Source: an optimization exercise on an open RTL-to-GDS flow (aim: small area, a short achievable clock period and few clock cycles). Production flows keep margins and buffers that such runs may drop. Only simulation tests tie the RTL to the original design; equivalence was not proved. Power and IR drop assume default switching activity.

File: config.mk
export PLATFORM = sky130hd
export DESIGN_NAME = hexahedron_to_tetrahedra_split
export DESIGN_NICKNAME = hexahedron_to_tetrahedra_split
export VERILOG_FILES = /design/flow/design.v
export SDC_FILE = /design/flow/constraint.sdc
export NUM_CORES = 4
export LEC_CHECK = 0
export CAP_MARGIN = 20
export CORE_MARGIN = 2
export CORE_UTILIZATION = 40
export CTS_CLUSTER_SIZE = 30
export SETUP_SLACK_MARGIN = 3.0
export SLEW_MARGIN = 20
export BUFFER_PORTS_ARGS = -buffer_cell sky130_fd_sc_hd__buf_1
File: constraint.sdc
create_clock -name core_clock -period 6.5 [get_ports {i_clk}]
set_input_delay 1.3000 -clock core_clock [delete_from_list [all_inputs] [get_ports {i_clk}]]
set_output_delay 1.3000 -clock core_clock [all_outputs]
set_load 0.01 [all_outputs]
File: design.v
`default_nettype none
package hts_pkg;
    localparam int unsigned NUM_CORNERS = 8;
    localparam int unsigned NUM_MINS    = 6;
    localparam int unsigned MAX_TETS    = 6;
    localparam int unsigned TET_WIDTH   = 32;
    typedef logic [2:0] t_corner;
    typedef logic [2:0] t_tet_idx;
    typedef logic [1:0] t_nbits;
    typedef logic [2:0] t_diag;
    typedef enum logic [1:0] {
        ROT_NONE = 2'd0,
        ROT_120  = 2'd1,
        ROT_240  = 2'd2
    } t_rot;
    localparam t_tet_idx TET_LAST_FIVE = 3'd4;
    localparam t_tet_idx TET_LAST_SIX  = 3'd5;
    function automatic t_corner corner_perm(input t_corner r, input t_corner k);
        case ({r, k})
            6'd0: corner_perm = 3'd0; 6'd1: corner_perm = 3'd1; 6'd2: corner_perm = 3'd2; 6'd3: corner_perm = 3'd3;
            6'd4: corner_perm = 3'd4; 6'd5: corner_perm = 3'd5; 6'd6: corner_perm = 3'd6; 6'd7: corner_perm = 3'd7;
            6'd8: corner_perm = 3'd1; 6'd9: corner_perm = 3'd0; 6'd10: corner_perm = 3'd4; 6'd11: corner_perm = 3'd5;
            6'd12: corner_perm = 3'd2; 6'd13: corner_perm = 3'd3; 6'd14: corner_perm = 3'd7; 6'd15: corner_perm = 3'd6;
            6'd16: corner_perm = 3'd2; 6'd17: corner_perm = 3'd1; 6'd18: corner_perm = 3'd5; 6'd19: corner_perm = 3'd6;
            6'd20: corner_perm = 3'd3; 6'd21: corner_perm = 3'd0; 6'd22: corner_perm = 3'd4; 6'd23: corner_perm = 3'd7;
            6'd24: corner_perm = 3'd3; 6'd25: corner_perm = 3'd0; 6'd26: corner_perm = 3'd1; 6'd27: corner_perm = 3'd2;
            6'd28: corner_perm = 3'd7; 6'd29: corner_perm = 3'd4; 6'd30: corner_perm = 3'd5; 6'd31: corner_perm = 3'd6;
            6'd32: corner_perm = 3'd4; 6'd33: corner_perm = 3'd0; 6'd34: corner_perm = 3'd3; 6'd35: corner_perm = 3'd7;
            6'd36: corner_perm = 3'd5; 6'd37: corner_perm = 3'd1; 6'd38: corner_perm = 3'd2; 6'd39: corner_perm = 3'd6;
            6'd40: corner_perm = 3'd5; 6'd41: corner_perm = 3'd1; 6'd42: corner_perm = 3'd0; 6'd43: corner_perm = 3'd4;
            6'd44: corner_perm = 3'd6; 6'd45: corner_perm = 3'd2; 6'd46: corner_perm = 3'd3; 6'd47: corner_perm = 3'd7;
            6'd48: corner_perm = 3'd6; 6'd49: corner_perm = 3'd2; 6'd50: corner_perm = 3'd1; 6'd51: corner_perm = 3'd5;
            6'd52: corner_perm = 3'd7; 6'd53: corner_perm = 3'd3; 6'd54: corner_perm = 3'd0; 6'd55: corner_perm = 3'd4;
            6'd56: corner_perm = 3'd7; 6'd57: corner_perm = 3'd3; 6'd58: corner_perm = 3'd2; 6'd59: corner_perm = 3'd6;
            6'd60: corner_perm = 3'd4; 6'd61: corner_perm = 3'd0; 6'd62: corner_perm = 3'd1; 6'd63: corner_perm = 3'd5;
            default: corner_perm = 3'd0;
        endcase
    endfunction
    function automatic t_rot rot_of_bits(input t_diag bits);
        case (bits)
            3'd0: rot_of_bits = t_rot'(2'd0);
            3'd1: rot_of_bits = t_rot'(2'd1);
            3'd2: rot_of_bits = t_rot'(2'd2);
            3'd3: rot_of_bits = t_rot'(2'd0);
            3'd4: rot_of_bits = t_rot'(2'd0);
            3'd5: rot_of_bits = t_rot'(2'd2);
            3'd6: rot_of_bits = t_rot'(2'd1);
            3'd7: rot_of_bits = t_rot'(2'd0);
            default: rot_of_bits = t_rot'(2'd0);
        endcase
    endfunction
    function automatic t_corner split_tab(input t_nbits n, input t_tet_idx k, input logic [1:0] c);
        case ({n, k, c})
            7'd0: split_tab = 3'd0; 7'd1: split_tab = 3'd1; 7'd2: split_tab = 3'd2; 7'd3: split_tab = 3'd5;
            7'd4: split_tab = 3'd0; 7'd5: split_tab = 3'd2; 7'd6: split_tab = 3'd7; 7'd7: split_tab = 3'd5;
            7'd8: split_tab = 3'd0; 7'd9: split_tab = 3'd2; 7'd10: split_tab = 3'd3; 7'd11: split_tab = 3'd7;
            7'd12: split_tab = 3'd0; 7'd13: split_tab = 3'd5; 7'd14: split_tab = 3'd7; 7'd15: split_tab = 3'd4;
            7'd16: split_tab = 3'd2; 7'd17: split_tab = 3'd7; 7'd18: split_tab = 3'd5; 7'd19: split_tab = 3'd6;
            7'd20: split_tab = 3'd0; 7'd21: split_tab = 3'd0; 7'd22: split_tab = 3'd0; 7'd23: split_tab = 3'd0;
            7'd32: split_tab = 3'd0; 7'd33: split_tab = 3'd5; 7'd34: split_tab = 3'd7; 7'd35: split_tab = 3'd4;
            7'd36: split_tab = 3'd0; 7'd37: split_tab = 3'd1; 7'd38: split_tab = 3'd7; 7'd39: split_tab = 3'd5;
            7'd40: split_tab = 3'd1; 7'd41: split_tab = 3'd6; 7'd42: split_tab = 3'd7; 7'd43: split_tab = 3'd5;
            7'd44: split_tab = 3'd0; 7'd45: split_tab = 3'd7; 7'd46: split_tab = 3'd2; 7'd47: split_tab = 3'd3;
            7'd48: split_tab = 3'd0; 7'd49: split_tab = 3'd7; 7'd50: split_tab = 3'd1; 7'd51: split_tab = 3'd2;
            7'd52: split_tab = 3'd1; 7'd53: split_tab = 3'd7; 7'd54: split_tab = 3'd6; 7'd55: split_tab = 3'd2;
            7'd64: split_tab = 3'd0; 7'd65: split_tab = 3'd4; 7'd66: split_tab = 3'd5; 7'd67: split_tab = 3'd6;
            7'd68: split_tab = 3'd0; 7'd69: split_tab = 3'd3; 7'd70: split_tab = 3'd7; 7'd71: split_tab = 3'd6;
            7'd72: split_tab = 3'd0; 7'd73: split_tab = 3'd7; 7'd74: split_tab = 3'd4; 7'd75: split_tab = 3'd6;
            7'd76: split_tab = 3'd0; 7'd77: split_tab = 3'd1; 7'd78: split_tab = 3'd2; 7'd79: split_tab = 3'd5;
            7'd80: split_tab = 3'd0; 7'd81: split_tab = 3'd3; 7'd82: split_tab = 3'd6; 7'd83: split_tab = 3'd2;
            7'd84: split_tab = 3'd0; 7'd85: split_tab = 3'd6; 7'd86: split_tab = 3'd5; 7'd87: split_tab = 3'd2;
            7'd96: split_tab = 3'd0; 7'd97: split_tab = 3'd2; 7'd98: split_tab = 3'd3; 7'd99: split_tab = 3'd6;
            7'd100: split_tab = 3'd0; 7'd101: split_tab = 3'd3; 7'd102: split_tab = 3'd7; 7'd103: split_tab = 3'd6;
            7'd104: split_tab = 3'd0; 7'd105: split_tab = 3'd7; 7'd106: split_tab = 3'd4; 7'd107: split_tab = 3'd6;
            7'd108: split_tab = 3'd0; 7'd109: split_tab = 3'd5; 7'd110: split_tab = 3'd6; 7'd111: split_tab = 3'd4;
            7'd112: split_tab = 3'd1; 7'd113: split_tab = 3'd5; 7'd114: split_tab = 3'd6; 7'd115: split_tab = 3'd0;
            7'd116: split_tab = 3'd1; 7'd117: split_tab = 3'd6; 7'd118: split_tab = 3'd2; 7'd119: split_tab = 3'd0;
            default: split_tab = 3'd0;
        endcase
    endfunction
    function automatic t_corner rot_map(input t_rot rot, input t_corner l);
        case ({rot, l})
            5'b01_001: rot_map = 3'd4;
            5'b01_100: rot_map = 3'd3;
            5'b01_011: rot_map = 3'd1;
            5'b01_101: rot_map = 3'd7;
            5'b01_111: rot_map = 3'd2;
            5'b01_010: rot_map = 3'd5;
            5'b10_001: rot_map = 3'd3;
            5'b10_011: rot_map = 3'd4;
            5'b10_100: rot_map = 3'd1;
            5'b10_101: rot_map = 3'd2;
            5'b10_010: rot_map = 3'd7;
            5'b10_111: rot_map = 3'd5;
            default:   rot_map = l;
        endcase
    endfunction
    function automatic logic [1:0] cmp8(input logic [7:0] a, input logic [7:0] b);
        logic [7:0] l0, g0;
        logic [3:0] l1, g1;
        logic [1:0] l2, g2;
        l0 = ~a & b;
        g0 = a & ~b;
        for (int i = 0; i < 4; i++) begin
            l1[i] = l0[2*i+1] | (~g0[2*i+1] & l0[2*i]);
            g1[i] = g0[2*i+1] | (~l0[2*i+1] & g0[2*i]);
        end
        for (int i = 0; i < 2; i++) begin
            l2[i] = l1[2*i+1] | (~g1[2*i+1] & l1[2*i]);
            g2[i] = g1[2*i+1] | (~l1[2*i+1] & g1[2*i]);
        end
        cmp8[1] = l2[1] | (~g2[1] & l2[0]);
        cmp8[0] = g2[1] | (~l2[1] & g2[0]);
    endfunction
    function automatic t_nbits nbits(input t_diag d);
        case (d)
            3'b000:                 nbits = 2'd0;
            3'b001, 3'b010, 3'b100: nbits = 2'd1;
            3'b011, 3'b101, 3'b110: nbits = 2'd2;
            default:                nbits = 2'd3;
        endcase
    endfunction
    function automatic logic [7:0] onehot(input t_corner c);
        for (int i = 0; i < 8; i++) begin
            onehot[i] = (c == 3'(i));
        end
    endfunction
endpackage
`default_nettype wire
`default_nettype none
module hexahedron_to_tetrahedra_split #(
    parameter int unsigned INDEX_WIDTH = 32
) (
    input  logic                          i_clk,
    input  logic                          i_rst_n,
    input  logic                          i_valid,
    output logic                          o_stall,
    input  logic [INDEX_WIDTH-1:0]        i_vertex_0,
    input  logic [INDEX_WIDTH-1:0]        i_vertex_1,
    input  logic [INDEX_WIDTH-1:0]        i_vertex_2,
    input  logic [INDEX_WIDTH-1:0]        i_vertex_3,
    input  logic [INDEX_WIDTH-1:0]        i_vertex_4,
    input  logic [INDEX_WIDTH-1:0]        i_vertex_5,
    input  logic [INDEX_WIDTH-1:0]        i_vertex_6,
    input  logic [INDEX_WIDTH-1:0]        i_vertex_7,
    output logic                          o_valid,
    input  logic                          i_stall,
    output logic [hts_pkg::TET_WIDTH-1:0] o_tet_a,
    output logic [hts_pkg::TET_WIDTH-1:0] o_tet_b,
    output logic [hts_pkg::TET_WIDTH-1:0] o_tet_c,
    output logic [hts_pkg::TET_WIDTH-1:0] o_tet_d,
    output logic                          o_last_of_run
);
    localparam int unsigned W  = INDEX_WIDTH;
    localparam int unsigned NB = W / 8;        
    logic [7:0][W-1:0] w_in_v;
    assign w_in_v[0] = i_vertex_0;
    assign w_in_v[1] = i_vertex_1;
    assign w_in_v[2] = i_vertex_2;
    assign w_in_v[3] = i_vertex_3;
    assign w_in_v[4] = i_vertex_4;
    assign w_in_v[5] = i_vertex_5;
    assign w_in_v[6] = i_vertex_6;
    assign w_in_v[7] = i_vertex_7;
    logic [NB-1:0] r_ph;                    
    logic          r_done;                  
    logic          w_first;
    logic [7:0][7:0] w_byte;
    assign w_first = r_ph[0];
    always_comb begin
        for (int k = 0; k < 8; k++) begin
            w_byte[k] = '0;
            for (int b = 0; b < NB; b++) begin
                w_byte[k] = w_byte[k] | (w_in_v[k][8*b +: 8] & {8{r_ph[b]}});
            end
        end
    end
    logic [7:0][7:0] r_lt;
    function automatic logic is_edge(input int i, input int j);
        case (i * 8 + j)
            1, 3, 4, 10, 13, 19, 22, 31, 37, 39, 46, 55: is_edge = 1'b1;
            default: is_edge = 1'b0;
        endcase
    endfunction
    logic [7:0][7:0][1:0] w_cmp;
    always_comb begin
        w_cmp = '0;
        for (int x = 1; x < 8; x++) begin
            for (int y = 0; y < x; y++) begin
                w_cmp[x][y] = hts_pkg::cmp8(w_byte[x], w_byte[y]);
            end
        end
    end
    always_ff @(posedge i_clk) begin
        for (int x = 1; x < 8; x++) begin
            for (int y = 0; y < x; y++) begin
                r_lt[x][y] <= w_cmp[x][y][1] || (!w_cmp[x][y][0] && !w_first && r_lt[x][y]);
                if (is_edge(y, x)) begin
                    r_lt[y][x] <= w_cmp[x][y][0] || (!w_cmp[x][y][1] && !w_first && r_lt[y][x]);
                end
            end
        end
    end
    logic [7:0]       w_win;                 
    logic [7:0][2:0]  w_dr;                  
    logic [3:0][7:0]  w_sel0;                
    hts_pkg::t_diag   w_bits;
    logic [2:0]       w_m;                   
    logic [2:0][2:0]  w_sig;                 
    logic [2:0]       r_m;                   
    logic [2:0][2:0]  r_sig;
    hts_pkg::t_diag   r_bits;                
    logic [5:0]       r_k;                   
    logic [3:0][2:0]  s_loc;                 
    logic [3:0][2:0]  s_code;                
    logic [3:0][7:0]  s_sel;                 
    assign w_win[0] = !r_lt[1][0] && !r_lt[2][0] && !r_lt[3][0] && !r_lt[4][0] && !r_lt[5][0] && !r_lt[6][0] && !r_lt[7][0];
    assign w_dr[0][2] = (r_lt[1][2] || r_lt[6][2]) && (r_lt[1][5] || r_lt[6][5]);
    assign w_dr[0][1] = (r_lt[3][2] || r_lt[6][2]) && (r_lt[3][7] || r_lt[6][7]);
    assign w_dr[0][0] = (r_lt[4][5] || r_lt[6][5]) && (r_lt[4][7] || r_lt[6][7]);
    assign w_win[1] = r_lt[1][0] && !r_lt[2][1] && !r_lt[3][1] && !r_lt[4][1] && !r_lt[5][1] && !r_lt[6][1] && !r_lt[7][1];
    assign w_dr[1][2] = (r_lt[0][4] || r_lt[7][4]) && (r_lt[0][3] || r_lt[7][3]);
    assign w_dr[1][1] = (r_lt[5][4] || r_lt[7][4]) && (r_lt[5][6] || r_lt[7][6]);
    assign w_dr[1][0] = (r_lt[2][3] || r_lt[7][3]) && (r_lt[2][6] || r_lt[7][6]);
    assign w_win[2] = r_lt[2][0] && r_lt[2][1] && !r_lt[3][2] && !r_lt[4][2] && !r_lt[5][2] && !r_lt[6][2] && !r_lt[7][2];
    assign w_dr[2][2] = (r_lt[1][5] || r_lt[4][5]) && (r_lt[1][0] || r_lt[4][0]);
    assign w_dr[2][1] = (r_lt[6][5] || r_lt[4][5]) && (r_lt[6][7] || r_lt[4][7]);
    assign w_dr[2][0] = (r_lt[3][0] || r_lt[4][0]) && (r_lt[3][7] || r_lt[4][7]);
    assign w_win[3] = r_lt[3][0] && r_lt[3][1] && r_lt[3][2] && !r_lt[4][3] && !r_lt[5][3] && !r_lt[6][3] && !r_lt[7][3];
    assign w_dr[3][2] = (r_lt[0][1] || r_lt[5][1]) && (r_lt[0][4] || r_lt[5][4]);
    assign w_dr[3][1] = (r_lt[2][1] || r_lt[5][1]) && (r_lt[2][6] || r_lt[5][6]);
    assign w_dr[3][0] = (r_lt[7][4] || r_lt[5][4]) && (r_lt[7][6] || r_lt[5][6]);
    assign w_win[4] = r_lt[4][0] && r_lt[4][1] && r_lt[4][2] && r_lt[4][3] && !r_lt[5][4] && !r_lt[6][4] && !r_lt[7][4];
    assign w_dr[4][2] = (r_lt[0][3] || r_lt[2][3]) && (r_lt[0][1] || r_lt[2][1]);
    assign w_dr[4][1] = (r_lt[7][3] || r_lt[2][3]) && (r_lt[7][6] || r_lt[2][6]);
    assign w_dr[4][0] = (r_lt[5][1] || r_lt[2][1]) && (r_lt[5][6] || r_lt[2][6]);
    assign w_win[5] = r_lt[5][0] && r_lt[5][1] && r_lt[5][2] && r_lt[5][3] && r_lt[5][4] && !r_lt[6][5] && !r_lt[7][5];
    assign w_dr[5][2] = (r_lt[1][0] || r_lt[3][0]) && (r_lt[1][2] || r_lt[3][2]);
    assign w_dr[5][1] = (r_lt[4][0] || r_lt[3][0]) && (r_lt[4][7] || r_lt[3][7]);
    assign w_dr[5][0] = (r_lt[6][2] || r_lt[3][2]) && (r_lt[6][7] || r_lt[3][7]);
    assign w_win[6] = r_lt[6][0] && r_lt[6][1] && r_lt[6][2] && r_lt[6][3] && r_lt[6][4] && r_lt[6][5] && !r_lt[7][6];
    assign w_dr[6][2] = (r_lt[2][1] || r_lt[0][1]) && (r_lt[2][3] || r_lt[0][3]);
    assign w_dr[6][1] = (r_lt[5][1] || r_lt[0][1]) && (r_lt[5][4] || r_lt[0][4]);
    assign w_dr[6][0] = (r_lt[7][3] || r_lt[0][3]) && (r_lt[7][4] || r_lt[0][4]);
    assign w_win[7] = r_lt[7][0] && r_lt[7][1] && r_lt[7][2] && r_lt[7][3] && r_lt[7][4] && r_lt[7][5] && r_lt[7][6];
    assign w_dr[7][2] = (r_lt[3][2] || r_lt[1][2]) && (r_lt[3][0] || r_lt[1][0]);
    assign w_dr[7][1] = (r_lt[6][2] || r_lt[1][2]) && (r_lt[6][5] || r_lt[1][5]);
    assign w_dr[7][0] = (r_lt[4][0] || r_lt[1][0]) && (r_lt[4][5] || r_lt[1][5]);
    assign w_sel0[0] = w_win;
    assign w_sel0[1][0] = (w_win[1] && (w_dr[1] == 3'b000 || w_dr[1] == 3'b101)) || (w_win[2] && (w_dr[2] == 3'b100)) || (w_win[3] && (w_dr[3] == 3'b000 || w_dr[3] == 3'b101)) || (w_win[4] && (w_dr[4] == 3'b000 || w_dr[4] == 3'b101)) || (w_win[5] && (w_dr[5] == 3'b010 || w_dr[5] == 3'b111)) || (w_win[7] && (w_dr[7] == 3'b100));
    assign w_sel0[1][1] = (w_win[0] && (w_dr[0] == 3'b000 || w_dr[0] == 3'b101)) || (w_win[2] && (w_dr[2] == 3'b000 || w_dr[2] == 3'b101)) || (w_win[3] && (w_dr[3] == 3'b010 || w_dr[3] == 3'b111)) || (w_win[4] && (w_dr[4] == 3'b100)) || (w_win[5] && (w_dr[5] == 3'b000 || w_dr[5] == 3'b101)) || (w_win[6] && (w_dr[6] == 3'b010 || w_dr[6] == 3'b111));
    assign w_sel0[1][2] = (w_win[0] && (w_dr[0] == 3'b010 || w_dr[0] == 3'b111)) || (w_win[1] && (w_dr[1] == 3'b011)) || (w_win[3] && (w_dr[3] == 3'b110)) || (w_win[5] && (w_dr[5] == 3'b100)) || (w_win[6] && (w_dr[6] == 3'b000 || w_dr[6] == 3'b101)) || (w_win[7] && (w_dr[7] == 3'b010 || w_dr[7] == 3'b111));
    assign w_sel0[1][3] = (w_win[0] && (w_dr[0] == 3'b110)) || (w_win[1] && (w_dr[1] == 3'b100)) || (w_win[2] && (w_dr[2] == 3'b011)) || (w_win[4] && (w_dr[4] == 3'b010 || w_dr[4] == 3'b111)) || (w_win[6] && (w_dr[6] == 3'b100)) || (w_win[7] && (w_dr[7] == 3'b000 || w_dr[7] == 3'b101));
    assign w_sel0[1][4] = (w_win[0] && (w_dr[0] == 3'b011)) || (w_win[1] && (w_dr[1] == 3'b010 || w_dr[1] == 3'b111)) || (w_win[3] && (w_dr[3] == 3'b100)) || (w_win[5] && (w_dr[5] == 3'b110)) || (w_win[6] && (w_dr[6] == 3'b001)) || (w_win[7] && (w_dr[7] == 3'b011));
    assign w_sel0[1][5] = (w_win[0] && (w_dr[0] == 3'b100)) || (w_win[1] && (w_dr[1] == 3'b110)) || (w_win[2] && (w_dr[2] == 3'b010 || w_dr[2] == 3'b111)) || (w_win[4] && (w_dr[4] == 3'b011)) || (w_win[6] && (w_dr[6] == 3'b110)) || (w_win[7] && (w_dr[7] == 3'b001));
    assign w_sel0[1][6] = (w_win[1] && (w_dr[1] == 3'b001)) || (w_win[2] && (w_dr[2] == 3'b110)) || (w_win[3] && (w_dr[3] == 3'b001)) || (w_win[4] && (w_dr[4] == 3'b001)) || (w_win[5] && (w_dr[5] == 3'b011)) || (w_win[7] && (w_dr[7] == 3'b110));
    assign w_sel0[1][7] = (w_win[0] && (w_dr[0] == 3'b001)) || (w_win[2] && (w_dr[2] == 3'b001)) || (w_win[3] && (w_dr[3] == 3'b011)) || (w_win[4] && (w_dr[4] == 3'b110)) || (w_win[5] && (w_dr[5] == 3'b001)) || (w_win[6] && (w_dr[6] == 3'b011));
    assign w_sel0[2][0] = (w_win[2] && (w_dr[2] == 3'b010 || w_dr[2] == 3'b011)) || (w_win[5] && (w_dr[5] == 3'b000 || w_dr[5] == 3'b001 || w_dr[5] == 3'b101)) || (w_win[7] && (w_dr[7] == 3'b010 || w_dr[7] == 3'b011));
    assign w_sel0[2][1] = (w_win[3] && (w_dr[3] == 3'b000 || w_dr[3] == 3'b001 || w_dr[3] == 3'b101)) || (w_win[4] && (w_dr[4] == 3'b010 || w_dr[4] == 3'b011)) || (w_win[6] && (w_dr[6] == 3'b000 || w_dr[6] == 3'b001 || w_dr[6] == 3'b101));
    assign w_sel0[2][2] = (w_win[0] && (w_dr[0] == 3'b000 || w_dr[0] == 3'b001 || w_dr[0] == 3'b101)) || (w_win[3] && (w_dr[3] == 3'b111)) || (w_win[5] && (w_dr[5] == 3'b010 || w_dr[5] == 3'b011)) || (w_win[7] && (w_dr[7] == 3'b000 || w_dr[7] == 3'b001 || w_dr[7] == 3'b101));
    assign w_sel0[2][3] = (w_win[0] && (w_dr[0] == 3'b111)) || (w_win[1] && (w_dr[1] == 3'b010 || w_dr[1] == 3'b011)) || (w_win[4] && (w_dr[4] == 3'b000 || w_dr[4] == 3'b001 || w_dr[4] == 3'b101)) || (w_win[6] && (w_dr[6] == 3'b010 || w_dr[6] == 3'b011));
    assign w_sel0[2][4] = (w_win[1] && (w_dr[1] == 3'b000 || w_dr[1] == 3'b001 || w_dr[1] == 3'b101)) || (w_win[3] && (w_dr[3] == 3'b010 || w_dr[3] == 3'b011)) || (w_win[5] && (w_dr[5] == 3'b111)) || (w_win[6] && (w_dr[6] == 3'b100 || w_dr[6] == 3'b110));
    assign w_sel0[2][5] = (w_win[0] && (w_dr[0] == 3'b010 || w_dr[0] == 3'b011)) || (w_win[1] && (w_dr[1] == 3'b111)) || (w_win[2] && (w_dr[2] == 3'b000 || w_dr[2] == 3'b001 || w_dr[2] == 3'b101)) || (w_win[6] && (w_dr[6] == 3'b111)) || (w_win[7] && (w_dr[7] == 3'b100 || w_dr[7] == 3'b110));
    assign w_sel0[2][6] = (w_win[1] && (w_dr[1] == 3'b100 || w_dr[1] == 3'b110)) || (w_win[2] && (w_dr[2] == 3'b111)) || (w_win[3] && (w_dr[3] == 3'b100 || w_dr[3] == 3'b110)) || (w_win[4] && (w_dr[4] == 3'b100 || w_dr[4] == 3'b110)) || (w_win[7] && (w_dr[7] == 3'b111));
    assign w_sel0[2][7] = (w_win[0] && (w_dr[0] == 3'b100 || w_dr[0] == 3'b110)) || (w_win[2] && (w_dr[2] == 3'b100 || w_dr[2] == 3'b110)) || (w_win[4] && (w_dr[4] == 3'b111)) || (w_win[5] && (w_dr[5] == 3'b100 || w_dr[5] == 3'b110));
    assign w_sel0[3][0] = (w_win[1] && (w_dr[1] == 3'b010)) || (w_win[2] && (w_dr[2] == 3'b000)) || (w_win[3] && (w_dr[3] == 3'b010)) || (w_win[4] && (w_dr[4] == 3'b010)) || (w_win[6] && (w_dr[6] == 3'b011 || w_dr[6] == 3'b101 || w_dr[6] == 3'b110 || w_dr[6] == 3'b111)) || (w_win[7] && (w_dr[7] == 3'b000));
    assign w_sel0[3][1] = (w_win[0] && (w_dr[0] == 3'b010)) || (w_win[2] && (w_dr[2] == 3'b010)) || (w_win[4] && (w_dr[4] == 3'b000)) || (w_win[5] && (w_dr[5] == 3'b010)) || (w_win[7] && (w_dr[7] == 3'b011 || w_dr[7] == 3'b101 || w_dr[7] == 3'b110 || w_dr[7] == 3'b111));
    assign w_sel0[3][2] = (w_win[1] && (w_dr[1] == 3'b100)) || (w_win[3] && (w_dr[3] == 3'b001)) || (w_win[4] && (w_dr[4] == 3'b011 || w_dr[4] == 3'b101 || w_dr[4] == 3'b110 || w_dr[4] == 3'b111)) || (w_win[5] && (w_dr[5] == 3'b000)) || (w_win[6] && (w_dr[6] == 3'b010));
    assign w_sel0[3][3] = (w_win[0] && (w_dr[0] == 3'b001)) || (w_win[1] && (w_dr[1] == 3'b000)) || (w_win[2] && (w_dr[2] == 3'b100)) || (w_win[5] && (w_dr[5] == 3'b011 || w_dr[5] == 3'b101 || w_dr[5] == 3'b110 || w_dr[5] == 3'b111)) || (w_win[6] && (w_dr[6] == 3'b000)) || (w_win[7] && (w_dr[7] == 3'b010));
    assign w_sel0[3][4] = (w_win[0] && (w_dr[0] == 3'b100)) || (w_win[2] && (w_dr[2] == 3'b011 || w_dr[2] == 3'b101 || w_dr[2] == 3'b110 || w_dr[2] == 3'b111)) || (w_win[3] && (w_dr[3] == 3'b000)) || (w_win[5] && (w_dr[5] == 3'b001)) || (w_win[7] && (w_dr[7] == 3'b100));
    assign w_sel0[3][5] = (w_win[0] && (w_dr[0] == 3'b000)) || (w_win[1] && (w_dr[1] == 3'b001)) || (w_win[3] && (w_dr[3] == 3'b011 || w_dr[3] == 3'b101 || w_dr[3] == 3'b110 || w_dr[3] == 3'b111)) || (w_win[4] && (w_dr[4] == 3'b100)) || (w_win[6] && (w_dr[6] == 3'b001));
    assign w_sel0[3][6] = (w_win[0] && (w_dr[0] == 3'b011 || w_dr[0] == 3'b101 || w_dr[0] == 3'b110 || w_dr[0] == 3'b111)) || (w_win[2] && (w_dr[2] == 3'b001)) || (w_win[5] && (w_dr[5] == 3'b100)) || (w_win[7] && (w_dr[7] == 3'b001));
    assign w_sel0[3][7] = (w_win[1] && (w_dr[1] == 3'b011 || w_dr[1] == 3'b101 || w_dr[1] == 3'b110 || w_dr[1] == 3'b111)) || (w_win[3] && (w_dr[3] == 3'b100)) || (w_win[4] && (w_dr[4] == 3'b001)) || (w_win[6] && (w_dr[6] == 3'b100));
    assign w_m[0] = w_win[1] || w_win[2] || w_win[5] || w_win[6];
    assign w_m[1] = w_win[2] || w_win[3] || w_win[6] || w_win[7];
    assign w_m[2] = w_win[4] || w_win[5] || w_win[6] || w_win[7];
    assign w_sig[0][0] = (w_win[0] && (w_dr[0] == 3'b000 || w_dr[0] == 3'b011 || w_dr[0] == 3'b100 || w_dr[0] == 3'b111)) || (w_win[1] && (w_dr[1] == 3'b000 || w_dr[1] == 3'b011 || w_dr[1] == 3'b100 || w_dr[1] == 3'b111)) || (w_win[2] && (w_dr[2] == 3'b001 || w_dr[2] == 3'b110)) || (w_win[3] && (w_dr[3] == 3'b010 || w_dr[3] == 3'b101)) || (w_win[4] && (w_dr[4] == 3'b001 || w_dr[4] == 3'b110)) || (w_win[5] && (w_dr[5] == 3'b010 || w_dr[5] == 3'b101)) || (w_win[6] && (w_dr[6] == 3'b001 || w_dr[6] == 3'b110)) || (w_win[7] && (w_dr[7] == 3'b010 || w_dr[7] == 3'b101));
    assign w_sig[0][1] = (w_win[0] && (w_dr[0] == 3'b001 || w_dr[0] == 3'b110)) || (w_win[1] && (w_dr[1] == 3'b001 || w_dr[1] == 3'b110)) || (w_win[2] && (w_dr[2] == 3'b010 || w_dr[2] == 3'b101)) || (w_win[3] && (w_dr[3] == 3'b000 || w_dr[3] == 3'b011 || w_dr[3] == 3'b100 || w_dr[3] == 3'b111)) || (w_win[4] && (w_dr[4] == 3'b010 || w_dr[4] == 3'b101)) || (w_win[5] && (w_dr[5] == 3'b000 || w_dr[5] == 3'b011 || w_dr[5] == 3'b100 || w_dr[5] == 3'b111)) || (w_win[6] && (w_dr[6] == 3'b010 || w_dr[6] == 3'b101)) || (w_win[7] && (w_dr[7] == 3'b000 || w_dr[7] == 3'b011 || w_dr[7] == 3'b100 || w_dr[7] == 3'b111));
    assign w_sig[0][2] = (w_win[0] && (w_dr[0] == 3'b010 || w_dr[0] == 3'b101)) || (w_win[1] && (w_dr[1] == 3'b010 || w_dr[1] == 3'b101)) || (w_win[2] && (w_dr[2] == 3'b000 || w_dr[2] == 3'b011 || w_dr[2] == 3'b100 || w_dr[2] == 3'b111)) || (w_win[3] && (w_dr[3] == 3'b001 || w_dr[3] == 3'b110)) || (w_win[4] && (w_dr[4] == 3'b000 || w_dr[4] == 3'b011 || w_dr[4] == 3'b100 || w_dr[4] == 3'b111)) || (w_win[5] && (w_dr[5] == 3'b001 || w_dr[5] == 3'b110)) || (w_win[6] && (w_dr[6] == 3'b000 || w_dr[6] == 3'b011 || w_dr[6] == 3'b100 || w_dr[6] == 3'b111)) || (w_win[7] && (w_dr[7] == 3'b001 || w_dr[7] == 3'b110));
    assign w_sig[1][0] = (w_win[0] && (w_dr[0] == 3'b010 || w_dr[0] == 3'b101)) || (w_win[1] && (w_dr[1] == 3'b001 || w_dr[1] == 3'b110)) || (w_win[2] && (w_dr[2] == 3'b000 || w_dr[2] == 3'b011 || w_dr[2] == 3'b100 || w_dr[2] == 3'b111)) || (w_win[3] && (w_dr[3] == 3'b000 || w_dr[3] == 3'b011 || w_dr[3] == 3'b100 || w_dr[3] == 3'b111)) || (w_win[4] && (w_dr[4] == 3'b010 || w_dr[4] == 3'b101)) || (w_win[5] && (w_dr[5] == 3'b001 || w_dr[5] == 3'b110)) || (w_win[6] && (w_dr[6] == 3'b010 || w_dr[6] == 3'b101)) || (w_win[7] && (w_dr[7] == 3'b001 || w_dr[7] == 3'b110));
    assign w_sig[1][1] = (w_win[0] && (w_dr[0] == 3'b000 || w_dr[0] == 3'b011 || w_dr[0] == 3'b100 || w_dr[0] == 3'b111)) || (w_win[1] && (w_dr[1] == 3'b010 || w_dr[1] == 3'b101)) || (w_win[2] && (w_dr[2] == 3'b001 || w_dr[2] == 3'b110)) || (w_win[3] && (w_dr[3] == 3'b001 || w_dr[3] == 3'b110)) || (w_win[4] && (w_dr[4] == 3'b000 || w_dr[4] == 3'b011 || w_dr[4] == 3'b100 || w_dr[4] == 3'b111)) || (w_win[5] && (w_dr[5] == 3'b010 || w_dr[5] == 3'b101)) || (w_win[6] && (w_dr[6] == 3'b000 || w_dr[6] == 3'b011 || w_dr[6] == 3'b100 || w_dr[6] == 3'b111)) || (w_win[7] && (w_dr[7] == 3'b010 || w_dr[7] == 3'b101));
    assign w_sig[1][2] = (w_win[0] && (w_dr[0] == 3'b001 || w_dr[0] == 3'b110)) || (w_win[1] && (w_dr[1] == 3'b000 || w_dr[1] == 3'b011 || w_dr[1] == 3'b100 || w_dr[1] == 3'b111)) || (w_win[2] && (w_dr[2] == 3'b010 || w_dr[2] == 3'b101)) || (w_win[3] && (w_dr[3] == 3'b010 || w_dr[3] == 3'b101)) || (w_win[4] && (w_dr[4] == 3'b001 || w_dr[4] == 3'b110)) || (w_win[5] && (w_dr[5] == 3'b000 || w_dr[5] == 3'b011 || w_dr[5] == 3'b100 || w_dr[5] == 3'b111)) || (w_win[6] && (w_dr[6] == 3'b001 || w_dr[6] == 3'b110)) || (w_win[7] && (w_dr[7] == 3'b000 || w_dr[7] == 3'b011 || w_dr[7] == 3'b100 || w_dr[7] == 3'b111));
    assign w_sig[2][0] = (w_win[0] && (w_dr[0] == 3'b001 || w_dr[0] == 3'b110)) || (w_win[1] && (w_dr[1] == 3'b010 || w_dr[1] == 3'b101)) || (w_win[2] && (w_dr[2] == 3'b010 || w_dr[2] == 3'b101)) || (w_win[3] && (w_dr[3] == 3'b001 || w_dr[3] == 3'b110)) || (w_win[4] && (w_dr[4] == 3'b000 || w_dr[4] == 3'b011 || w_dr[4] == 3'b100 || w_dr[4] == 3'b111)) || (w_win[5] && (w_dr[5] == 3'b000 || w_dr[5] == 3'b011 || w_dr[5] == 3'b100 || w_dr[5] == 3'b111)) || (w_win[6] && (w_dr[6] == 3'b000 || w_dr[6] == 3'b011 || w_dr[6] == 3'b100 || w_dr[6] == 3'b111)) || (w_win[7] && (w_dr[7] == 3'b000 || w_dr[7] == 3'b011 || w_dr[7] == 3'b100 || w_dr[7] == 3'b111));
    assign w_sig[2][1] = (w_win[0] && (w_dr[0] == 3'b010 || w_dr[0] == 3'b101)) || (w_win[1] && (w_dr[1] == 3'b000 || w_dr[1] == 3'b011 || w_dr[1] == 3'b100 || w_dr[1] == 3'b111)) || (w_win[2] && (w_dr[2] == 3'b000 || w_dr[2] == 3'b011 || w_dr[2] == 3'b100 || w_dr[2] == 3'b111)) || (w_win[3] && (w_dr[3] == 3'b010 || w_dr[3] == 3'b101)) || (w_win[4] && (w_dr[4] == 3'b001 || w_dr[4] == 3'b110)) || (w_win[5] && (w_dr[5] == 3'b001 || w_dr[5] == 3'b110)) || (w_win[6] && (w_dr[6] == 3'b001 || w_dr[6] == 3'b110)) || (w_win[7] && (w_dr[7] == 3'b001 || w_dr[7] == 3'b110));
    assign w_sig[2][2] = (w_win[0] && (w_dr[0] == 3'b000 || w_dr[0] == 3'b011 || w_dr[0] == 3'b100 || w_dr[0] == 3'b111)) || (w_win[1] && (w_dr[1] == 3'b001 || w_dr[1] == 3'b110)) || (w_win[2] && (w_dr[2] == 3'b001 || w_dr[2] == 3'b110)) || (w_win[3] && (w_dr[3] == 3'b000 || w_dr[3] == 3'b011 || w_dr[3] == 3'b100 || w_dr[3] == 3'b111)) || (w_win[4] && (w_dr[4] == 3'b010 || w_dr[4] == 3'b101)) || (w_win[5] && (w_dr[5] == 3'b010 || w_dr[5] == 3'b101)) || (w_win[6] && (w_dr[6] == 3'b010 || w_dr[6] == 3'b101)) || (w_win[7] && (w_dr[7] == 3'b010 || w_dr[7] == 3'b101));
    assign s_loc[0][0] = (r_k[1] && (r_bits == 3'b001 || r_bits == 3'b010 || r_bits == 3'b100)) || (r_k[3] && (r_bits == 3'b000 || r_bits == 3'b111)) || (r_k[4] && (r_bits == 3'b001 || r_bits == 3'b010 || r_bits == 3'b100 || r_bits == 3'b111));
    assign s_loc[0][1] = (r_k[3] && (r_bits == 3'b000));
    assign s_loc[0][2] = '0;
    assign s_loc[1][0] = (r_k[0] && (r_bits == 3'b000 || r_bits == 3'b001 || r_bits == 3'b010 || r_bits == 3'b100)) || (r_k[1] && (r_bits == 3'b000 || r_bits == 3'b001 || r_bits == 3'b010 || r_bits == 3'b100)) || (r_k[2] && (r_bits == 3'b000 || r_bits == 3'b011 || r_bits == 3'b101 || r_bits == 3'b110 || r_bits == 3'b111)) || (r_k[3] && (r_bits == 3'b111)) || (r_k[4] && (r_bits == 3'b011 || r_bits == 3'b101 || r_bits == 3'b110 || r_bits == 3'b111));
    assign s_loc[1][1] = (r_k[0] && (r_bits == 3'b000 || r_bits == 3'b011 || r_bits == 3'b101 || r_bits == 3'b110 || r_bits == 3'b111)) || r_k[1] || (r_k[2] && (r_bits == 3'b001 || r_bits == 3'b010 || r_bits == 3'b100)) || (r_k[3] && (r_bits == 3'b000 || r_bits == 3'b001 || r_bits == 3'b010 || r_bits == 3'b011 || r_bits == 3'b100 || r_bits == 3'b101 || r_bits == 3'b110)) || (r_k[4] && (r_bits == 3'b001 || r_bits == 3'b010 || r_bits == 3'b011 || r_bits == 3'b100 || r_bits == 3'b101 || r_bits == 3'b110 || r_bits == 3'b111));
    assign s_loc[1][2] = (r_k[1] && (r_bits == 3'b001 || r_bits == 3'b010 || r_bits == 3'b011 || r_bits == 3'b100 || r_bits == 3'b101 || r_bits == 3'b110 || r_bits == 3'b111)) || (r_k[2] && (r_bits == 3'b000 || r_bits == 3'b001 || r_bits == 3'b010 || r_bits == 3'b100 || r_bits == 3'b111)) || (r_k[3] && (r_bits == 3'b000 || r_bits == 3'b001 || r_bits == 3'b010 || r_bits == 3'b100 || r_bits == 3'b111)) || (r_k[4] && (r_bits == 3'b001 || r_bits == 3'b010 || r_bits == 3'b011 || r_bits == 3'b100 || r_bits == 3'b101 || r_bits == 3'b110 || r_bits == 3'b111));
    assign s_loc[2][0] = (r_k[2] && (r_bits == 3'b001 || r_bits == 3'b010 || r_bits == 3'b011 || r_bits == 3'b100 || r_bits == 3'b101 || r_bits == 3'b110 || r_bits == 3'b111)) || r_k[3] || (r_k[4] && (r_bits == 3'b001 || r_bits == 3'b010 || r_bits == 3'b011 || r_bits == 3'b100 || r_bits == 3'b101 || r_bits == 3'b110 || r_bits == 3'b111));
    assign s_loc[2][1] = r_k[0] || (r_k[1] && (r_bits == 3'b000 || r_bits == 3'b001 || r_bits == 3'b010 || r_bits == 3'b100)) || r_k[2] || (r_k[3] && (r_bits == 3'b011 || r_bits == 3'b101 || r_bits == 3'b110 || r_bits == 3'b111)) || (r_k[4] && (r_bits == 3'b001 || r_bits == 3'b010 || r_bits == 3'b100 || r_bits == 3'b111));
    assign s_loc[2][2] = r_k[0] || (r_k[1] && (r_bits == 3'b001 || r_bits == 3'b010 || r_bits == 3'b011 || r_bits == 3'b100 || r_bits == 3'b101 || r_bits == 3'b110 || r_bits == 3'b111)) || (r_k[2] && (r_bits == 3'b000 || r_bits == 3'b111)) || (r_k[3] && (r_bits == 3'b000 || r_bits == 3'b011 || r_bits == 3'b101 || r_bits == 3'b110 || r_bits == 3'b111)) || (r_k[4] && (r_bits == 3'b001 || r_bits == 3'b010 || r_bits == 3'b011 || r_bits == 3'b100 || r_bits == 3'b101 || r_bits == 3'b110));
    assign s_loc[3][0] = r_k[0] || (r_k[1] && (r_bits == 3'b001 || r_bits == 3'b010 || r_bits == 3'b011 || r_bits == 3'b100 || r_bits == 3'b101 || r_bits == 3'b110 || r_bits == 3'b111)) || (r_k[2] && (r_bits == 3'b011 || r_bits == 3'b101 || r_bits == 3'b110)) || (r_k[3] && (r_bits == 3'b000 || r_bits == 3'b001 || r_bits == 3'b010 || r_bits == 3'b011 || r_bits == 3'b100 || r_bits == 3'b101 || r_bits == 3'b110)) || (r_k[4] && (r_bits == 3'b001 || r_bits == 3'b010 || r_bits == 3'b011 || r_bits == 3'b100 || r_bits == 3'b101 || r_bits == 3'b110));
    assign s_loc[3][1] = (r_k[0] && (r_bits == 3'b011 || r_bits == 3'b101 || r_bits == 3'b110 || r_bits == 3'b111)) || (r_k[1] && (r_bits == 3'b000 || r_bits == 3'b011 || r_bits == 3'b101 || r_bits == 3'b110 || r_bits == 3'b111)) || (r_k[2] && (r_bits == 3'b001 || r_bits == 3'b010 || r_bits == 3'b100)) || (r_k[3] && (r_bits == 3'b000 || r_bits == 3'b001 || r_bits == 3'b010 || r_bits == 3'b011 || r_bits == 3'b100 || r_bits == 3'b101 || r_bits == 3'b110)) || (r_k[4] && (r_bits == 3'b001 || r_bits == 3'b010 || r_bits == 3'b011 || r_bits == 3'b100 || r_bits == 3'b101 || r_bits == 3'b110));
    assign s_loc[3][2] = r_k[0] || r_k[1] || (r_k[2] && (r_bits == 3'b000 || r_bits == 3'b011 || r_bits == 3'b101 || r_bits == 3'b110 || r_bits == 3'b111)) || (r_k[3] && (r_bits == 3'b000));
    assign s_code[0][0] = ((r_sig[0][0] && s_loc[0][0]) || (r_sig[0][1] && s_loc[0][1]) || (r_sig[0][2] && s_loc[0][2])) ^ r_m[0];
    assign s_code[0][1] = ((r_sig[1][0] && s_loc[0][0]) || (r_sig[1][1] && s_loc[0][1]) || (r_sig[1][2] && s_loc[0][2])) ^ r_m[1];
    assign s_code[0][2] = ((r_sig[2][0] && s_loc[0][0]) || (r_sig[2][1] && s_loc[0][1]) || (r_sig[2][2] && s_loc[0][2])) ^ r_m[2];
    assign s_sel[0][0] = (s_code[0] == 3'd0);
    assign s_sel[0][1] = (s_code[0] == 3'd1);
    assign s_sel[0][2] = (s_code[0] == 3'd3);
    assign s_sel[0][3] = (s_code[0] == 3'd2);
    assign s_sel[0][4] = (s_code[0] == 3'd4);
    assign s_sel[0][5] = (s_code[0] == 3'd5);
    assign s_sel[0][6] = (s_code[0] == 3'd7);
    assign s_sel[0][7] = (s_code[0] == 3'd6);
    assign s_code[1][0] = ((r_sig[0][0] && s_loc[1][0]) || (r_sig[0][1] && s_loc[1][1]) || (r_sig[0][2] && s_loc[1][2])) ^ r_m[0];
    assign s_code[1][1] = ((r_sig[1][0] && s_loc[1][0]) || (r_sig[1][1] && s_loc[1][1]) || (r_sig[1][2] && s_loc[1][2])) ^ r_m[1];
    assign s_code[1][2] = ((r_sig[2][0] && s_loc[1][0]) || (r_sig[2][1] && s_loc[1][1]) || (r_sig[2][2] && s_loc[1][2])) ^ r_m[2];
    assign s_sel[1][0] = (s_code[1] == 3'd0);
    assign s_sel[1][1] = (s_code[1] == 3'd1);
    assign s_sel[1][2] = (s_code[1] == 3'd3);
    assign s_sel[1][3] = (s_code[1] == 3'd2);
    assign s_sel[1][4] = (s_code[1] == 3'd4);
    assign s_sel[1][5] = (s_code[1] == 3'd5);
    assign s_sel[1][6] = (s_code[1] == 3'd7);
    assign s_sel[1][7] = (s_code[1] == 3'd6);
    assign s_code[2][0] = ((r_sig[0][0] && s_loc[2][0]) || (r_sig[0][1] && s_loc[2][1]) || (r_sig[0][2] && s_loc[2][2])) ^ r_m[0];
    assign s_code[2][1] = ((r_sig[1][0] && s_loc[2][0]) || (r_sig[1][1] && s_loc[2][1]) || (r_sig[1][2] && s_loc[2][2])) ^ r_m[1];
    assign s_code[2][2] = ((r_sig[2][0] && s_loc[2][0]) || (r_sig[2][1] && s_loc[2][1]) || (r_sig[2][2] && s_loc[2][2])) ^ r_m[2];
    assign s_sel[2][0] = (s_code[2] == 3'd0);
    assign s_sel[2][1] = (s_code[2] == 3'd1);
    assign s_sel[2][2] = (s_code[2] == 3'd3);
    assign s_sel[2][3] = (s_code[2] == 3'd2);
    assign s_sel[2][4] = (s_code[2] == 3'd4);
    assign s_sel[2][5] = (s_code[2] == 3'd5);
    assign s_sel[2][6] = (s_code[2] == 3'd7);
    assign s_sel[2][7] = (s_code[2] == 3'd6);
    assign s_code[3][0] = ((r_sig[0][0] && s_loc[3][0]) || (r_sig[0][1] && s_loc[3][1]) || (r_sig[0][2] && s_loc[3][2])) ^ r_m[0];
    assign s_code[3][1] = ((r_sig[1][0] && s_loc[3][0]) || (r_sig[1][1] && s_loc[3][1]) || (r_sig[1][2] && s_loc[3][2])) ^ r_m[1];
    assign s_code[3][2] = ((r_sig[2][0] && s_loc[3][0]) || (r_sig[2][1] && s_loc[3][1]) || (r_sig[2][2] && s_loc[3][2])) ^ r_m[2];
    assign s_sel[3][0] = (s_code[3] == 3'd0);
    assign s_sel[3][1] = (s_code[3] == 3'd1);
    assign s_sel[3][2] = (s_code[3] == 3'd3);
    assign s_sel[3][3] = (s_code[3] == 3'd2);
    assign s_sel[3][4] = (s_code[3] == 3'd4);
    assign s_sel[3][5] = (s_code[3] == 3'd5);
    assign s_sel[3][6] = (s_code[3] == 3'd7);
    assign s_sel[3][7] = (s_code[3] == 3'd6);
    always_comb begin
        w_bits = '0;
        for (int i = 0; i < 8; i++) begin
            if (w_win[i]) begin
                w_bits = w_bits | w_dr[i];
            end
        end
    end
    logic [7:0][W-1:0]     r_v;
    logic                  r_vld;
    logic                  r_last;
    logic [3:0][7:0]       r_sel;                  
    logic w_free;
    logic w_load;
    logic w_take;
    logic w_start;
    assign w_take  = r_vld && !i_stall;
    assign w_start = !r_vld || r_last;             
    assign w_free  = !r_vld || (r_last && !i_stall);
    assign o_stall = !(r_done && w_free);
    assign w_load  = i_valid && r_done && w_free;
    logic s_last;
    assign s_last = (r_k[3] && r_bits == 3'd0) || r_k[4];
    always_ff @(posedge i_clk) begin
        if (!i_rst_n) begin
            r_vld  <= 1'b0;
            r_ph   <= NB'(1);
            r_done <= 1'b0;
        end else begin
            if (w_load) begin
                r_vld <= 1'b1;
            end else if (w_take && r_last) begin
                r_vld <= 1'b0;
            end
            if (w_load) begin
                r_ph   <= NB'(1);
                r_done <= 1'b0;
            end else if (i_valid && !r_done) begin
                if (!r_ph[NB-1]) begin
                    r_ph <= {r_ph[NB-2:0], 1'b0};
                end
                r_done <= r_ph[NB-1];
            end
        end
    end
    always_ff @(posedge i_clk) begin
        if (r_done && w_free) begin
            r_v    <= w_in_v;
            r_bits <= w_bits;
            r_m    <= w_m;
            r_sig  <= w_sig;
        end
        if (w_load || w_take) begin
            if (w_start) begin
                r_k    <= 6'b000001;
                r_sel  <= w_sel0;
                r_last <= 1'b0;
            end else begin
                r_k    <= {r_k[4:0], 1'b0};
                r_sel  <= s_sel;
                r_last <= s_last;
            end
        end
    end
    logic [3:0][W-1:0] w_tet;
    always_comb begin
        w_tet = '0;
        for (int c = 0; c < 4; c++) begin
            for (int k = 0; k < 8; k++) begin
                w_tet[c] = w_tet[c] | (r_v[k] & {W{r_sel[c][k]}});
            end
        end
    end
    assign o_valid       = r_vld;
    assign o_last_of_run = r_last;
    assign o_tet_a       = w_tet[0];
    assign o_tet_b       = w_tet[1];
    assign o_tet_c       = w_tet[2];
    assign o_tet_d       = w_tet[3];
endmodule
`default_nettype wire
File: flow/run.sh
#!/bin/bash
# Standard layout, with the port buffers made of plain buf_1 cells instead of
# the default delay buffers. Every tool's output goes to a log in this folder.
set -euo pipefail
echo 'export BUFFER_PORTS_ARGS = -buffer_cell sky130_fd_sc_hd__buf_1' >> config.mk
bash standard.sh > standard_flow.log 2>&1
File: standard.sh
#!/bin/bash
# synth_recipe.tcl (not shown) runs the flow's synth.tcl, then flattens the netlist and writes it again
# the make line also repeats each setting of config.mk as NAME=value (left out here)
make -C /OpenROAD-flow-scripts/flow DESIGN_CONFIG=/design/flow/config.mk WORK_HOME=/design/flow/orfs CLKGATE_MAP_FILE= SYNTH_SCRIPT=/design/flow/synth_recipe.tcl "${@:-finish}"
==> metrics.md, run 1 <==
| Metric | Value |
|---|---|
| Run status | no timing/DRC/antenna violations |
| Multi-input logic area | 13,000 um2 |
| Filler cell count | 5,587 |
| Final hold viol count | 0 |
| GPL Wtd Cong | 1.11 |
| Commonest non-fill, non-tap cell in the layout | a22oi_1 |
| Switching Share | 35.1% |
| Fin nets | 3,148 |
| Routed WL | 143,000 um |
| Die Ht | 249 um |
| Boundary pin count | 391 |
| GR Layer Usage met1 | 53.6% |
| IO Port Bufs | 390 |
| Mean Syn Cell Area | 9.71 um2 |
| Antenna violations before repair | 12 |
| CTS tree | yes |
| Vias in the first global route | 26,400 |
| Internal Pwr Total | 4.84 mW |
| Register area | 10,200 um2 |
| #FFs+latches synth | 355 |
| Grt total ovfl | 0 |
| Post-synth ARST share | 0% |
| Worst-skew pair later-pin latency | 0.59 ns |
| Die Wd | 249 um |
| Slew Viols, Final | 0 |
| Remaining DRCs | 0 |
| Power Dens Cells | 256 nW/um2 |
| Yosys warnings | 1 |
| Initial Util | 40.7% |
| Measured slew at the worst slew-check pin | 1.12 ns |
| Ys flop type | edfxtp_1 |
| Fraction of layout cells with a size suffix above 1 | 10.1% |
| Fmax | 0.275 GHz |
| Die area | 62,200 um2 |
| DR vias/cell | 7.69 |
| Vias post-DR | 28,200 |
| Core Area | 59,200 um2 |
| Fin crit period | 3.64 ns |
| Part of the power in registers | 37.6% |
| Mapped Cells | 2,481 |
| Most frequent cells in the layout | a22oi_1 (607), buf_1 (383), edfxtp_1 (309) |
| Grt peak-use layer | met2 |
| Syn nets | 2,770 |
| Clock buffer depth | 3 |
| Post-synthesis cell type count | 83 |
| Post-synth EDFFs | 309 |
| Post-DRT Antenna Nets | 0 |
| Final Power | 7.45 mW |
| CTS Root Cell | clkbuf_16 |
| TNS Setup | 0 ns |
| Peak VDD IR | 0.163 mV |
| # rows | 89 |
| Crit start category | flip-flop |
| Mapped cell area | 24,100 um2 |
| Core Util, Final | 49.1% |
| Register area share after synthesis | 42.3% |
| H-tree Lvls | 2 |
| Critical path class | reg -> out |
| P&R area growth vs syn | 20.6% |
| LEAKAGE | 9.45 nW |
| Crit. End Element | primary output |
| Final HPWL DP | 101,000 um |
| Sink Count | 355 |
| Final setup viols | 0 |
| Fin Clk Skew | 0.0245 ns |
| Clock Power Share | 35.3% |
| WL/cell | 39.0 um |
| Switching pwr | 2.62 mW |
| Max-cap violations | 0 |
| Grt met2 use | 62.6% |
| First-pass GRT wire length | 197,000 um |
| Min-Delay Path Class | reg -> reg |
| 1st-pass router iterations | 10 |
| Period utilization | 55.9% |
| Largest net degree at the start of global routing | 167 |
| Relative slew margins | 25.4% |
| Gate power share | 27.1% |
| Clk slew on worst S/H paths | 0.06 ns |
| Hold Buf Count CTS | 0 |
| Overall routing resource usage | 43.6% |
| DRT iter0 DRCs | 5,851 |
| Worst path required time | 5.20 ns |
| CP Max Fanout | 3 |
| TritonCTS buffer count | 44 |
| GR Util met3 | 20.0% |
| RSZ-0062 raised after global routing | yes |
| Arrival @ worst endpoint | 2.34 ns |
==> what timing repair did <==
item	in CTS	in global routing
setup endpoints to repair	145	41
gates cloned	0	1
buffers inserted	57	32
resized for setup	10	84
hold endpoints to repair	0	0
pin swaps	1	10
==> state kept, by name (all words and copies together) (netlist names) <==
name    count
r_bits      3
r_done      1
r_k         5
r_last      1
r_lt       40
r_m         3
r_ph        4
r_sel      32
r_sig       9
r_v       256
r_vld       1
==> worst paths after layout <==
| path | from | cells past startpoint | endpoint | slack, ns |
|---|---|---|---|---|
| max | r_sel[22] | 4 | o_tet_c[10] | 2.86 |
| min | r_vld | 2 | r_vld | 0.61 |
| max reg2reg | r_ph[3] | 9 | r_lt[49] | 2.98 |
| min reg2reg | r_vld | 2 | r_vld | 0.61 |
==> critical path, cell delays in order (launching register included) <==
cell,delay [ns]
edfxtp_1,0.54
buf_12,0.21
a22oi_1,0.16
nand4_1,0.51
buf_6,0.34
==> routing by layer <==
layer  up-vias  wire, um
met1     13400     50700
met2      2975     58100
met3       739     23400
met4        10     11100
met5         -        73
li1      11100         -
==> Yosys cell counts (7+ instances only) <==
cell type / number / share of area (%)
a22oi_1: 621 / 19
edfxtp_1: 309 / 39
nand2_1: 210 / 3.3
clkbuf_1: 174 / 2.7
nand4_1: 141 / 3.7
maj3_1: 96 / 4.0
nor2_1: 96 / 1.5
o21ai_0: 89 / 1.8
a21oi_1: 64 / 1.3
o22ai_1: 55 / 1.4
dfxtp_1: 46 / 3.8
and2_1: 45 / 1.2
a211oi_1: 34 / 1.1
a22o_1: 34 / 1.2
buf_2: 31 / 0.64
ha_1: 28 / 1.5
nand3_1: 27 / 0.56
o211ai_1: 27 / 0.84
nor3_1: 24 / 0.50
a221o_1: 23 / 0.96
o2111ai_1: 22 / 0.80
a221oi_1: 21 / 0.76
inv_1: 21 / 0.33
a31oi_1: 17 / 0.44
o21ai_1: 12 / 0.25
o221ai_1: 12 / 0.44
a21o_1: 11 / 0.34
nor2b_1: 11 / 0.29
xnor2_1: 10 / 0.36
xor2_1: 9 / 0.33
a2111oi_0: 8 / 0.29
mux2i_1: 8 / 0.33
o32ai_1: 8 / 0.29
or2_2: 8 / 0.21
a221oi_2: 7 / 0.44
a222oi_1: 7 / 0.29
buf_1: 7 / 0.11
==> power groups by stage <==
stage / combinational [mW] / clock [mW] / sequential, mW
3_5_place_dp: 1.84 / 0 / 2.85
5_1_grt: 2.09 / 2.72 / 2.80
6_report: 2.02 / 2.63 / 2.80
2_1_floorplan: 1.18 / 0 / 2.72
4_1_cts: 1.88 / 2.63 / 2.79
3_3_place_gp: 1.84 / 0 / 2.85
==> logic make-up after synthesis <==
kind of cell,share of synthesized area (%)
adders and majority gates,5.62
DFF,42.3
and+or+nand+nor,12.2
AOI/OAI and AO/OA,34.7
buffers and inverters,4.13
xor gates and xnor gates,0.691
muxes,0.332
==> cell type report <==
type	instances	area share, %
clock buffers	51	4.13
diodes	7	0.0603
flip-flops and latches	355	35.1
inverters	22	0.297
clock inverters	28	1.09
repair buffers	552	11.1
multi-input cells	1884	44.9
well taps	773	3.33
==> through the flow <==
step / cells / cell area (um2) / setup slack (ns) / hold slack [ns]
global route: 3667 / 29100 / 2.86 / 0.622
global placement: 3486 / 26100 / 2.32 / 0.549
floorplan: 2481 / 24100 / 0.597 / 0.513
finish: 3672 / 29100 / 2.86 / 0.610
detailed placement: 3494 / 26300 / 2.38 / 0.569
CTS: 3630 / 28400 / 2.92 / 0.597
Testbench counts, summed over its fixed seeds: cycles 18,491.
==> run 2: changes to the inputs <==
--- a/config.mk
+++ b/config.mk
@@ -7,7 +7,7 @@
 export LEC_CHECK = 0
 export CAP_MARGIN = 20
 export CORE_MARGIN = 2
-export CORE_UTILIZATION = 40
+export CORE_UTILIZATION = 50
 export CTS_CLUSTER_SIZE = 30
 export SETUP_SLACK_MARGIN = 3.0
 export SLEW_MARGIN = 20
==> metrics.md, run 2 <==
| Metric | Value |
|---|---|
| Clk slew on worst S/H paths | 0.06 ns |
| Final hold viol count | 0 |
| Post-DRT Antenna Nets | 0 |
| Largest family of logic cells by synthesized area | compound AO/OA/AOI/OAI gates |
| RSZ-0062 raised after global routing | yes |
| Clock Power Share | 33.1% |
| Routed WL | 134,000 um |
| Fin nets | 3,061 |
| Switching Share | 36.2% |
| IO Port Bufs | 390 |
| Fmax | 0.281 GHz |
| HP Start | r_done |
| Antenna violations before repair | 21 |
| CP Max Fanout | 32 |
| Synth Area in Compound Gates | 34.7% |
| TritonCTS buffer count | 43 |
| CP startpoint | r_sel[10] |
| FF-to-FF setup slack | 2.97 ns |
| Worst-skew pair later-pin latency | 0.59 ns |
| First-pass GRT wire length | 186,000 um |
| Switching pwr | 2.59 mW |
| Core Area | 47,600 um2 |
| Top cell type's share of synthesized area | 38.5% |
| Max-cap violations | 0 |
| Syn nets | 2,770 |
| Hold Buf Count CTS | 0 |
| Overall routing resource usage | 51.5% |
| Crit start category | flip-flop |
| P&R area growth vs syn | 14.5% |
| Die Ht | 224 um |
| H-tree Lvls | 2 |
| Vias post-DR | 28,300 |
| GPL Wtd Cong | 1.12 |
| Most instantiated cells after synthesis | a22oi_1 (621), edfxtp_1 (309), nand2_1 (210) |
| Synth Area in XOR/XNOR | 0.691% |
| Mean Syn Cell Area | 9.71 um2 |
| Vias in the first global route | 26,600 |
| 1st-pass router iterations | 13 |
| Synth top area cells | edfxtp_1 (39%), a22oi_1 (19%), maj3_1 (4.0%) |
| # rows | 80 |
| Initial Util | 50.6% |
| Area share of fa/ha/maj cells after synthesis | 5.62% |
| Slew Viols, Final | 0 |
| Run status | no timing/DRC/antenna violations |
| Grt total ovfl | 0 |
| Register area share after synthesis | 42.3% |
| Worst hold path depth | 2 |
| Cell taking the most area after synthesis | edfxtp_1 |
| DP Area | 25,900 um2 |
| Mapped cell area | 24,100 um2 |
| Internal Pwr Total | 4.57 mW |
| Commonest non-fill, non-tap cell in the layout | a22oi_1 |
| Yosys warnings | 1 |
| Power Dens Cells | 260 nW/um2 |
| #FFs+latches synth | 355 |
| Post-synthesis mux area share | 0.332% |
| Die area | 50,000 um2 |
| Peak VDD IR | 0.170 mV |
| Simple-Gate Fraction of Synth Area | 12.2% |
| Relative slew margins | 29.2% |
| R2R depth | 8 |
| Final setup viols | 0 |
| Metal-1 WL | 43,800 um |
| Fraction of layout cells with a size suffix above 1 | 6.49% |
| Measured slew at the worst slew-check pin | 1.05 ns |
| CTS tree | yes |
| CTS Root Cell | clkbuf_16 |
| Gate power share | 27.6% |
| Post-route cell area | 27,600 um2 |
| Most frequent cell after synthesis | a22oi_1 |
| Sink Count | 355 |
| Remaining DRCs | 0 |
| Worst R2R End | r_lt[34] |
| Part of the power in registers | 39.3% |
| DR vias/cell | 8.23 |
| Largest net degree at the start of global routing | 124 |
| Post-synthesis cell type count | 83 |
| Max Used Layer | met5 |
| Top Registers | r_v: 256 flops, r_lt: 40 flops, r_sel: 32 flops |
| WL/cell | 38.9 um |
| Final HPWL DP | 90,700 um |
| Max reg flops | 256 |
| Crit. End Element | primary output |
| Clock buffer depth | 3 |
| Min-Delay Path Class | reg -> reg |
| LEAKAGE | 8.79 nW |
| Fin crit period | 3.56 ns |
| Hold WS | 0.573 ns |
| Post-synth ARST share | 0% |
| Reg2reg start | r_ph[2] |
| Worst path required time | 5.20 ns |
| Die Wd | 224 um |
| TNS Setup | 0 ns |
| DRT iter0 DRCs | 6,505 |
| Top reg by flops | r_v |
| Met2 routed WL | 53,700 um |
| DR WL met3 | 23,400 um |
| Post-synth EDFFs | 309 |
| Ys flop type | edfxtp_1 |
| Hold path endpoint | r_done |
| Boundary pin count | 391 |
| Fin Clk Skew | 0.0220 ns |
| Period utilization | 54.8% |
| Critical path class | reg -> out |
| Most frequent cells in the layout | a22oi_1 (617), buf_1 (390), edfxtp_1 (309) |
| Arrival @ worst endpoint | 2.26 ns |
| Mapped Cells | 2,481 |
-- run 2: cell counts after synthesis --
Identical to the previous run, type by type.
-- run 2: worst max-delay path by stage --
stage	depth (start not counted)	endpoint	slack [ns]
floorplan	3	r_bits[0]	0.60
global placement	9	r_lt[48]	2.44
detailed placement	9	r_lt[48]	2.42
CTS	4	o_tet_b[12]	3.03
global route	9	r_lt[46]	2.99
finish	4	o_tet_b[12]	2.94
-- run 2: stage by stage --
stage                     util (%)  power [mW]  std cells  setup slack, ns
after detailed placement      54.4        4.66       3326             2.42
after global routing          57.8        7.28       3429             2.99
after floorplan                  -        3.90       2481            0.597
final                         57.9        7.16       3437             2.94
after CTS                     57.5        6.99       3418             3.03
after global placement        54.4        4.66       3326             2.44
-- run 2: layer usage --
layer | GRT usage [%] | vias to the layer above
met5 | 0.880 | -
met2 | 73.7 | 3183
met1 | 62.8 | 13200
met3 | 22.3 | 943
met4 | 34.0 | 18
li1 | - | 10900
-- run 2: area by class of cell --
class,instances,area (um2)
clock inverters,24,176
well taps,615,769
inverters,22,86.3
repair buffers,466,2130
flip-flops and latches,355,10200
diodes,16,40.0
clock buffers,55,1160
multi-input cells,1884,13000
fillers,4199,20100
-- run 2: power by group through the flow --
| stage | clock network (mW) | logic, mW | registers, mW |
|---|---|---|---|
| after floorplan | 0 | 1.18 | 2.72 |
| after global placement | 0 | 1.82 | 2.84 |
| after detailed placement | 0 | 1.82 | 2.84 |
| after CTS | 2.36 | 1.84 | 2.79 |
| after global routing | 2.43 | 2.05 | 2.80 |
| final | 2.37 | 1.97 | 2.81 |
-- run 2: kinds of logic after synthesis --
group,Yosys count
AOI/OAI and AO/OA,1132
xor gates and xnor gates,19
DFF,355
and+or+nand+nor,598
adders and majority gates,127
muxes,8
buffers and inverters,242
-- run 2: what timing repair did --
item / CTS / global route
setup endpoints to repair: 96 / 23
resized for setup: 5 / 23
hold endpoints to repair: 0 / 0
pin swaps: 0 / 1
setup buffers: 13 / 3
-- run 2: worst max-delay path, cell delays in order (launching register included) --
cell and delay (ns):
edfxtp_1 0.32, buf_4 0.54, a22oi_1 0.15, nand4_1 0.28, buf_1 0.31

==> re-timing with driven ports <==
Ports are ideal in the flow. The routed layouts listed here were re-timed in OpenROAD.
Step 1 assumes that a clkbuf_16 drives the clock port and a buf_2 every other input.
Step 2, shift: input delay + t, output delay - t, t = (earliest + latest rising clock arrival at the registers) / 2. This alone moves slack from input paths to output paths.
Slacks: no drivers / after step 1 / after step 2; pairs: no drivers / after step 1.
| run | t, ns | slack for setup (ns) | worst slew at a driven data input, ns |
|---|---|---|---|
| run 1 | 0.649 | 2.865 / 2.795 / 2.299 | 0.13 |
| run 2 | 0.645 | 2.940 / 2.880 / 2.388 | 0.18 |
After both steps every run listed still meets setup and hold. The setup slack of run 1, which loses most, moves by -0.070 ns with the drivers and by -0.566 ns with both steps.
